This design comes from an exercise in tuning for small area, a short achievable clock period and few clock cycles on the open sky130 flow, not from production work.
Function was checked by simulation only, so behaviour that the tests miss may differ from the original.
Power and IR drop assume default switching activity.

**design/flow/design.v**
```verilog
`timescale 1ns / 1ps
package dfs_pkg;
    localparam int MAX_VERTICES = 32;
    localparam int VIDX_W       = $clog2(MAX_VERTICES);
    localparam int CNT_W        = VIDX_W + 1;
    typedef enum logic {
        OP_LOAD   = 1'b0,
        OP_SEARCH = 1'b1
    } t_op;
    typedef struct packed {
        t_op                       op;
        logic [VIDX_W-1:0]         row_index;
        logic [MAX_VERTICES-1:0]   row_bits;
        logic [VIDX_W-1:0]         start_vertex;
    } t_item;
    typedef struct packed {
        logic [VIDX_W-1:0] vertex;
        logic [VIDX_W-1:0] parent;
        logic              reached;
        logic              last;
    } t_result;
endpackage
`timescale 1ns / 1ps
module dfs_ram #(
    parameter int WIDTH = 32,
    parameter int DEPTH = 32,
    parameter int AW    = $clog2(DEPTH)
) (
    input  logic             i_clk,
    input  logic             i_we,
    input  logic [AW-1:0]    i_waddr,
    input  logic [WIDTH-1:0] i_wdata,
    input  logic             i_re,
    input  logic [AW-1:0]    i_raddr,
    output logic [WIDTH-1:0] o_rdata
);
    logic [WIDTH-1:0] r_mem [0:DEPTH-1];
    logic [WIDTH-1:0] r_rdata;
    always_ff @(posedge i_clk) begin
        if (i_we) begin
            r_mem[i_waddr] <= i_wdata;
        end
    end
    always_ff @(posedge i_clk) begin
        if (i_re) begin
            r_rdata <= r_mem[i_raddr];
        end
    end
    assign o_rdata = r_rdata;
endmodule
`timescale 1ns / 1ps
import dfs_pkg::*;
module dfs_search (
    input  logic             i_clk,
    input  logic             i_rst_n,
    input  dfs_pkg::t_item   i_item,
    input  logic             i_item_valid,
    output logic             o_item_ready,
    input  logic [dfs_pkg::CNT_W-1:0] i_num,
    output dfs_pkg::t_result o_res,
    output logic             o_res_valid,
    input  logic             i_res_ready
);
    typedef enum logic [1:0] {
        S_IDLE,
        S_POP,
        S_SCAN,
        S_EMIT
    } t_state;
    t_state                  r_state;
    logic [CNT_W-1:0]        r_count;
    logic [VIDX_W-1:0]       r_v;
    logic [VIDX_W-1:0]       r_w;
    logic [VIDX_W-1:0]       r_k;
    logic [MAX_VERTICES-1:0] r_visited;
    logic [MAX_VERTICES-1:0] r_reached;
    logic [VIDX_W-1:0]       r_parent [0:MAX_VERTICES-1];
    logic [VIDX_W-1:0]       r_stack  [0:MAX_VERTICES-1];
    dfs_pkg::t_result        r_res;
    logic                    r_res_valid;
    logic                    accept;
    logic                    ram_we;
    logic                    ram_re;
    logic [VIDX_W-1:0]       ram_raddr;
    logic [MAX_VERTICES-1:0] row;
    logic [VIDX_W-1:0]       last_idx;
    logic [VIDX_W-1:0]       top_idx;
    logic                    out_free;
    logic                    emit_fire;
    logic                    hit;
    assign o_item_ready = (r_state == S_IDLE);
    assign accept       = i_item_valid && o_item_ready;
    assign last_idx     = VIDX_W'(i_num - CNT_W'(1));
    assign top_idx      = VIDX_W'(r_count - CNT_W'(1));
    assign out_free     = !r_res_valid || i_res_ready;
    assign emit_fire    = (r_state == S_EMIT) && out_free;
    assign hit          = row[r_w] && !r_visited[r_w];
    assign ram_we    = accept && (i_item.op == OP_LOAD);
    assign ram_re    = (r_state == S_POP) && (r_count != '0);
    assign ram_raddr = r_stack[top_idx];
    dfs_ram #(
        .WIDTH (MAX_VERTICES),
        .DEPTH (MAX_VERTICES)
    ) u_rows (
        .i_clk   (i_clk),
        .i_we    (ram_we),
        .i_waddr (i_item.row_index),
        .i_wdata (i_item.row_bits),
        .i_re    (ram_re),
        .i_raddr (ram_raddr),
        .o_rdata (row)
    );
    always_ff @(posedge i_clk) begin
        if (!i_rst_n) begin
            r_state     <= S_IDLE;
            r_count     <= '0;
            r_visited   <= '0;
            r_reached   <= '0;
            r_res_valid <= 1'b0;
            r_w         <= '0;
            r_k         <= '0;
        end else begin
            if (r_res_valid && i_res_ready && !emit_fire) begin
                r_res_valid <= 1'b0;
            end
            unique case (r_state)
                S_IDLE: begin
                    if (accept && (i_item.op == OP_SEARCH)) begin
                        r_visited <= '0;
                        r_k       <= '0;
                        if (CNT_W'(i_item.start_vertex) < i_num) begin
                            r_stack[0]                     <= i_item.start_vertex;
                            r_count                        <= CNT_W'(1);
                            r_parent[i_item.start_vertex]  <= i_item.start_vertex;
                            r_reached <= MAX_VERTICES'(1) << i_item.start_vertex;
                            r_state                        <= S_POP;
                        end else begin
                            r_count   <= '0;
                            r_reached <= '0;
                            r_state   <= S_EMIT;
                        end
                    end
                end
                S_POP: begin
                    if (r_count == '0) begin
                        r_state <= S_EMIT;
                    end else begin
                        r_count              <= r_count - CNT_W'(1);
                        r_v                  <= r_stack[top_idx];
                        r_visited[r_stack[top_idx]] <= 1'b1;
                        r_w                  <= '0;
                        r_state              <= S_SCAN;
                    end
                end
                S_SCAN: begin
                    if (hit) begin
                        r_parent[r_w]  <= r_v;
                        r_reached[r_w] <= 1'b1;
                        if (r_count < i_num) begin
                            r_stack[r_count[VIDX_W-1:0]] <= r_w;
                            r_count                      <= r_count + CNT_W'(1);
                        end
                    end
                    if (r_w == last_idx) begin
                        r_state <= S_POP;
                    end else begin
                        r_w <= r_w + VIDX_W'(1);
                    end
                end
                S_EMIT: begin
                    if (out_free) begin
                        r_res.vertex  <= r_k;
                        r_res.parent  <= r_reached[r_k] ? r_parent[r_k] : '0;
                        r_res.reached <= r_reached[r_k];
                        r_res.last    <= (r_k == last_idx);
                        r_res_valid   <= 1'b1;
                        if (r_k == last_idx) begin
                            r_state <= S_IDLE;
                        end else begin
                            r_k <= r_k + VIDX_W'(1);
                        end
                    end
                end
                default: begin
                    r_state <= S_IDLE;
                end
            endcase
        end
    end
    assign o_res       = r_res;
    assign o_res_valid = r_res_valid;
endmodule
`timescale 1ns / 1ps
import dfs_pkg::*;
module dfs_parent_tree_adjacency_matrix (
    input  logic        i_clk,
    input  logic        i_rst_n,
    input  logic        i_cfg_we,
    input  logic [5:0]  i_cfg_wdata,       
    input  logic        s_axis_tvalid,
    output logic        s_axis_tready,
    input  logic [47:0] s_axis_tdata,      
    input  logic        s_axis_tuser,      
    output logic        m_axis_tvalid,
    input  logic        m_axis_tready,
    output logic [15:0] m_axis_tdata,      
    output logic        m_axis_tlast
);
    logic [5:0]       r_num_vertices;
    logic [CNT_W-1:0] num;
    dfs_pkg::t_item   item;
    dfs_pkg::t_result res;
    always_ff @(posedge i_clk) begin
        if (!i_rst_n) begin
            r_num_vertices <= 6'd32;
        end else if (i_cfg_we) begin
            r_num_vertices <= i_cfg_wdata;
        end
    end
    always_comb begin
        priority if (r_num_vertices == '0) begin
            num = CNT_W'(1);
        end else if (CNT_W'(r_num_vertices) > CNT_W'(MAX_VERTICES)) begin
            num = CNT_W'(MAX_VERTICES);
        end else begin
            num = CNT_W'(r_num_vertices);
        end
    end
    assign item.op           = dfs_pkg::t_op'(s_axis_tuser);
    assign item.row_index    = s_axis_tdata[4:0];
    assign item.row_bits     = s_axis_tdata[36:5];
    assign item.start_vertex = s_axis_tdata[41:37];
    dfs_search u_search (
        .i_clk        (i_clk),
        .i_rst_n      (i_rst_n),
        .i_item       (item),
        .i_item_valid (s_axis_tvalid),
        .o_item_ready (s_axis_tready),
        .i_num        (num),
        .o_res        (res),
        .o_res_valid  (m_axis_tvalid),
        .i_res_ready  (m_axis_tready)
    );
    assign m_axis_tdata = {5'd0, res.reached, res.parent, res.vertex};
    assign m_axis_tlast = res.last;
endmodule
```
**design/flow/run.sh**
```bash
#!/bin/bash
# synth_recipe.tcl (not shown) runs the flow's synth.tcl, then flattens the netlist and writes it again
# the make line also repeats each setting of config.mk as NAME=value (left out here)
make -C /OpenROAD-flow-scripts/flow DESIGN_CONFIG=/design/flow/config.mk WORK_HOME=/design/flow/orfs CLKGATE_MAP_FILE= SYNTH_SCRIPT=/design/flow/synth_recipe.tcl finish
```
**design/flow/config.mk**
```make
export PLATFORM = sky130hd
export DESIGN_NAME = dfs_parent_tree_adjacency_matrix
export DESIGN_NICKNAME = dfs_parent_tree_adjacency_matrix
export VERILOG_FILES = /design/flow/design.v
export SDC_FILE = /design/flow/constraint.sdc
export NUM_CORES = 4
export LEC_CHECK = 0
export CAP_MARGIN = 20
export CORE_MARGIN = 2
export CORE_UTILIZATION = 40
export SLEW_MARGIN = 20
```
**design/flow/constraint.sdc**
```tcl
create_clock -name core_clock -period 6.0 [get_ports {i_clk}]
set_input_delay 1.2000 -clock core_clock [delete_from_list [all_inputs] [get_ports {i_clk}]]
set_output_delay 1.2000 -clock core_clock [all_outputs]
set_load 0.01 [all_outputs]
```
==> results.yml <==
yosys:
  yosysSeqAreaShare_pct: 73.6
  async_flop_share_pct: 0
  syn_avg_cell_area_um2: 17.0
  synth.distinct_cells: 67
  synth_top_area_share_pct: 70.6
  syn_area_um2: 59300
  synth-main-ff-cell: "edfxtp_1"
  synthTopCellsByCount: "edfxtp_1 (1393), mux2i_1 (495), nor2_1 (200)"
  netlist_top_cells_area: "edfxtp_1 (71%), mux2i_1 (8.4%), mux4_2 (4.3%)"
  yosysMostFrequentCell: "edfxtp_1"
  synth_top_area_cell: "edfxtp_1"
  synth-seq-cells: 1482
  synth_cells: 3495
  synth_edf_count: 1393
  ys.warnings.count: 3
drt:
  wl_per_cell_um: 24.7
  avgViaCountPerCell: 5.61
  drt_wl_total_mm: 140
  first_pass_iters: 6
  route.detailed.drc: 0
  ant_nets: 0
  vias: 31800
  first_iter_violations: 2785
global_route:
  grt_max_degree: 137
  grtUsageTotal_pct: 18.3
  antenna_found_initial: 6
  grt_pass1_wl_mm: 206
  grt_pass1_vias: 31400
  overflow: 0
worst_setup_path:
  critPathLaunchType: "flop"
  required_ns: 6.47
  path_class: "flop to flop"
  cp-end-kind: "flop"
  cp_data_arrival_time_ns: 6.15
  crit_fanout: 136
  r2r_cells: 12
finish:
  nets: 3717
  drive_gt1_share_pct: 14.8
  syn_to_final_growth_pct: 13.8
  diodes: 0
  num-fill-cells: 12700
placed_design:
  hpwlAfterDp_mm: 84.9
  place_congestion: 0.830
  place_ws_ns: 0.455
  io_buffers: 67
die:
  ios: 79
  die_w_um: 389
  die_h_um: 389
  rows: 141
  core_area_um2: 147000
  dieArea_um2: 151000
  initial_utilization_pct: 40.2
sta:
  final.setup.tns_ns: 0
  fin_worst_skew_ns: 0.0392
  timing.final.crit_share_pct: 94.7
  layout_min_cycle_time_ns: 5.68
  fmax_ghz: 0.176
  worstMarginPinSlew_ns: 1.17
  finalHoldViolCount: 0
  slew_violations: 0
  rsz0062_at_grt: "no"
  timing.final.ws_setup_ns: 0.320
  slew_headroom_pct: 21.1
  finalSetupViolations: 0
clock_network:
  cts_made_buffers: 151
  worstSkewPairLatency_ns: 0.78
  hold_buffers: 0
  cts.sinks: 1482
  cts_tree: "done"
  clock-root-buffer: "clkbuf_16"
  cts_max_level: 4
  clk_pin_slew_ns: 0.06
  cts_resized: 0
  cts_setup_buffers: 0
  clockBufferDepth: 3
power_and_ir_drop:
  clkPwrFrac_pct: 23.7
  ir_worst_vdd_v: 0.000658
  power.leakage_nw: 22.1
  switching_power_mw: 15.0
  p_comb_share_pct: 44.5
  power_density_nw_per_um2: 569
  internal-power_mw: 23.4
  swShare_pct: 39.0
  p_seq_share_pct: 31.7
run:
  cap_violations: 0
hold_path:
  hold_class: "flop to flop"
  holdPathStages: 2
run_status:
  status: "timing/DRC/antenna clean"
## metrics by stage
step           power, mW  hold slack [ns]  instance area [um2]  std cells  util [%]
6_report            38.4            0.448                67500       5675      45.7
5_1_grt             40.0            0.471                67500       5675      45.7
2_1_floorplan       23.4            0.406                59300       3499         -
4_1_cts             38.5            0.452                67500       5674      45.8
3_3_place_gp        29.3            0.437                62800       5404      42.6
3_5_place_dp        29.4            0.444                62800       5405      42.6
## path summary, 6_finish.rpt
path / slack, ns / to / start
worst min-delay path: 0.45 / u_search.r_visited[19] / u_search.r_visited[19]
worst min register to register: 0.45 / u_search.r_visited[19] / u_search.r_visited[19]
worst max register to register: 0.32 / u_search.u_rows.r_rdata[16] / u_search.r_count[0]
worst max-delay path: 0.32 / u_search.u_rows.r_rdata[16] / u_search.r_count[0]
## per-layer routing
metal	global-route usage, %	wire [um]	vias up
met1	25.7	61800	16300
li1	-	-	14300
met5	0	26	-
met2	29.6	67100	1021
met3	3.05	8310	203
met4	4.66	2680	4
## worst max-delay path: stages, from the launching register on
cell and delay, ns:
dfxtp_4 0.43, inv_1 0.14, ha_1 0.38, nor3b_2 0.38
xor2_2 0.58, mux4_2 0.39, o211ai_2 0.22, inv_8 0.28
buf_12 0.61, mux2i_1 0.29, o22ai_1 0.16, nor4_1 0.96
a211oi_1 0.21
## flip-flops by register name, indices dropped and copies added (netlist names)
name and flops:
u_search.r_k 5, u_search.r_w 5, u_search.r_parent 160, u_search.r_v 5
u_search.u_rows.r_mem 1024, u_search.u_rows.r_rdata 32, u_search.r_stack 160, u_search.r_count 6
u_search.r_state 2, u_search.r_reached 32, u_search.r_visited 32, u_search.r_res 12
r_num_vertices 6, u_search.r_res_valid 1
## final cells by class
type / instances / area [um2] / area share, %
clock buffer: 185 / 4020 / 5.95
clock inverter: 84 / 766 / 1.14
inverter: 43 / 176 / 0.262
multi-input combinational: 1759 / 14900 / 22.1
sequential: 1482 / 43600 / 64.7
tap: 1930 / 2410 / 3.58
timing repair buffer: 192 / 1560 / 2.32
## placed cells by master, fill, tap and decap left out, types with 51 or more instances in the layout
master and n:
clkbuf_16 155, mux2i_1 493, o22ai_1 129, mux4_2 112
nand2_1 89, o21ai_0 109, o2bb2ai_1 64, edfxtp_1 1393
nor2_1 161, a22oi_1 65, dfxtp_1 86, a211oi_1 69
a21oi_1 51, buf_4 118
## cells by family after synthesis
group / synth area share [%]
buffers and inverters: 1.98
muxes: 12.7
AOI/OAI and AO/OA: 6.94
other: 0.00633
adders and majority gates: 0.591
xor gates and xnor gates: 0.551
and+or+nand+nor: 3.65
DFF: 73.6
## power by group through the flow
stage | Combinational (mW) | Clock [mW] | Sequential (mW)
after global placement | 16.9 | 0 | 12.4
final | 17.1 | 9.10 | 12.2
after global routing | 18.1 | 9.70 | 12.2
after detailed placement | 17.0 | 0 | 12.4
after floorplan | 11.2 | 0 | 12.3
after CTS | 17.0 | 9.28 | 12.2
Testbench counts, summed over its fixed seeds: cycles 509,394.

==> what the ideal ports hide <==
How much do the figures lean on ideal ports? The routed layout below was timed once more, with nothing changed but the port constraints. Step 1: set_driving_cell puts a clkbuf_16 on i_clk and a buf_2 on each other input, an assumption about the parent block. Step 2 moves the port delays by t, midway between the first and last clock arrival at a register: inputs arrive t later, outputs are due t later. That takes back most of the time a late clock gives input paths. a / b / c = ideal ports / drivers / drivers and shift; a / b = the first two.
t, ns: 0.837
setup WS [ns]: 0.320 / 0.320 / 0.320
worst setup path after step 2: register to register
worst data-port slew with drivers (ns): 0.15
After both steps setup and hold are still met in this run. For this run, drivers alone change the setup slack by 0.000 ns; drivers and shift together by 0.000 ns.
